From an optimization exercise on the open Yosys and OpenROAD flow, aimed at small area, a short achievable clock period and few clock cycles per item; shortcuts taken in it are not production practice.
RTL that was checked went through simulation tests only; none was proved equivalent to the original.
No activity file was given, so power comes from the tool's default toggle rates.

Design arena_bump_allocator_core, start of the top module:
module arena_bump_allocator_core (
  input  logic                              clk,
  input  logic                              rst_n,
  input  logic                              cfg_valid,
  output logic                              cfg_ready,
  input  logic                              cfg_index,
  input  logic [abump_pkg::ADDR_W-1:0]      cfg_data,
  input  logic                              in_valid,
  output logic                              in_ready,
  input  logic [abump_pkg::FUNC_W-1:0]      in_func,
  input  logic [abump_pkg::OFF_W-1:0]       in_request_size,
  input  logic [abump_pkg::ALIGN_LOG_W-1:0] in_align_log2,
  input  logic [abump_pkg::ADDR_W-1:0]      in_old_address,
  input  logic [abump_pkg::OFF_W-1:0]       in_old_length,
  input  logic [abump_pkg::OFF_W-1:0]       in_snap_current,
  input  logic [abump_pkg::OFF_W-1:0]       in_snap_previous,
  output logic                              out_valid,
  input  logic                              out_ready,
  output logic [abump_pkg::STATUS_W-1:0]    out_status,
  output logic [abump_pkg::ADDR_W-1:0]      out_result_address,
  output logic [abump_pkg::OFF_W-1:0]       out_copy_length,
  output logic [abump_pkg::OFF_W-1:0]       out_clear_offset,
  output logic [abump_pkg::OFF_W-1:0]       out_clear_length,
  output logic [abump_pkg::OFF_W-1:0]       out_current_offset,
  output logic [abump_pkg::OFF_W-1:0]       out_previous_offset
);
export LEC_CHECK = 0
export CAP_MARGIN = 20
export CORE_MARGIN = 2
export CORE_UTILIZATION = 40
export SETUP_SLACK_MARGIN = 3.0
export SLEW_MARGIN = 20
export TNS_END_PERCENT = 100
create_clock -name core_clock -period 9.0 [get_ports {clk}]
standard.sh (not shown) runs the stock make flow with config.mk's settings and CLKGATE_MAP_FILE= SYNTH_SCRIPT=/design/flow/synth_recipe.tcl, a recipe that flattens the netlist after the stock synthesis.
==> flow/flow/run.sh <==
#!/bin/bash
# Standard layout, with the port buffers made as buf_2 cells instead of the
# delay-cell buffers buffer_ports picks by default.
cp standard.sh standard_sh.txt
export BUFFER_PORTS_ARGS="-buffer_cell sky130_fd_sc_hd__buf_2"
bash standard.sh > standard.log 2>&1
Edit:
==> flow/run.sh (new file) <==
#!/bin/bash
# synth_recipe.tcl (not shown) runs the flow's synth.tcl, then flattens the netlist and writes it again
# the make line also repeats each setting of config.mk as NAME=value (left out here)
make -C /OpenROAD-flow-scripts/flow DESIGN_CONFIG=/design/flow/config.mk WORK_HOME=/design/flow/orfs CLKGATE_MAP_FILE= SYNTH_SCRIPT=/design/flow/synth_recipe.tcl finish
Settings changed: SETUP_SLACK_MARGIN 3.0 to not set, TNS_END_PERCENT 100 to not set.
removed: flow/flow/run.sh
removed: flow/standard.sh
Result: Routed wire length decreases by about 6%; critical path depth decreases by 6; power decreases by 2.9%.
Edit:
Settings changed: SETUP_SLACK_MARGIN set to 3.5, TNS_END_PERCENT set to 100.
The changed run completed with no timing, DRC or antenna violations.
Flip-flop and latch count is unchanged.
Via count came out higher by 5.7%.
Cell count rises by 3.3%.
Clock-buffer cell count went up by 7.
Die area stays the same.
Utilization grows by 5.3 points.
Sequential share of layout area falls by 1.7 points.
Global-route usage climbs by 2.3 points.
Synthesized cell count is unchanged.
Wire length rose by 12%.
No functional check of the RTL was part of any run of this note.


## lane 1
Another version of the RTL of arena_bump_allocator_core (not shown whole).
Size in the first run: ~2,300 cells after synthesis, ~180 flip-flops, about 300 I/O pins.
Settings: LEC_CHECK=0, CAP_MARGIN=20, CORE_MARGIN=2, CORE_UTILIZATION=55, SETUP_SLACK_MARGIN=2.5, SLEW_MARGIN=20, TNS_END_PERCENT=100; clock period 9.0 ns.
==> flow/flow/run.sh <==
#!/bin/bash
# Standard layout, with the port buffers made as buf_1 cells instead of the
# delay-cell buffers buffer_ports picks by default.
cp standard.sh standard_sh.txt
export BUFFER_PORTS_ARGS="-buffer_cell sky130_fd_sc_hd__buf_1"
bash standard.sh > standard.log 2>&1
Lane 1 did not stop at any stage, and its layout met the timing, design-rule and antenna checks.
Testbench counts of lane 1, summed over its fixed seeds: cycles 91,397, items 80,000.
What lane 2 does differently from lane 1 at the input level:
Settings: setting PLACE_DENSITY to 0.75 for the first time; changing CORE_UTILIZATION from 55 to 40.
Looking at lane 1 and lane 2, the overall power of the completed layout is a wash. Lane 2 leaves less setup margin than lane 1. From lane 1 to lane 2 the numbers moved as follows: full die area went up by 13,000 um^2; first-pass GRT wire length went up by about 5%. | cell row count | higher: lane 2 |. Lane 2 vs lane 1, post-synthesis to final-layout area growth went up by 0.86 points. Compared with lane 1, lane 2 shows routed wire length that has gone up by a few percent. Compared to lane 1, lane 2 has critical path depth 6 lower. Buffers plus inverters on the worst setup path in lane 2 is 5 lower than in lane 1.

## re-timing with driven ports
No port has a modelled driver above. Below, the same layouts with a new extraction and two added sets of constraints. Step 1 assumes that a clkbuf_16 drives the clock port and a buf_2 every other input. Step 2 adds t to the input delays and takes it off the output delays; t is the mean of the earliest and latest rising clock arrival at the registers after step 1. Input paths then give back, and output paths get back, about the clock's delay inside the block. a / b / c = no drivers / after step 1 / after step 2; a / b = the first two.
run	t (ns)	setup WS [ns]	worst register clock-pin slew, ns	cell pins on the clock port's net
the first run of note 1	0.565	2.999 / 2.993 / 2.429	0.08 / 0.08	1
the second run of note 1	0.557	1.147 / 1.164 / 0.607	0.08 / 0.08	1
the third run of note 1	0.560	2.909 / 2.944 / 2.383	0.08 / 0.08	1
lane 1	0.514	2.668 / 2.662 / 2.183	0.08 / 0.08	1
lane 2	0.552	2.609 / 2.618 / 2.067	0.08 / 0.08	1
After both steps every run listed still meets setup and hold. The setup slack of the first run of note 1, which loses most, moves by -0.006 ns with the drivers and by -0.570 ns with both steps.
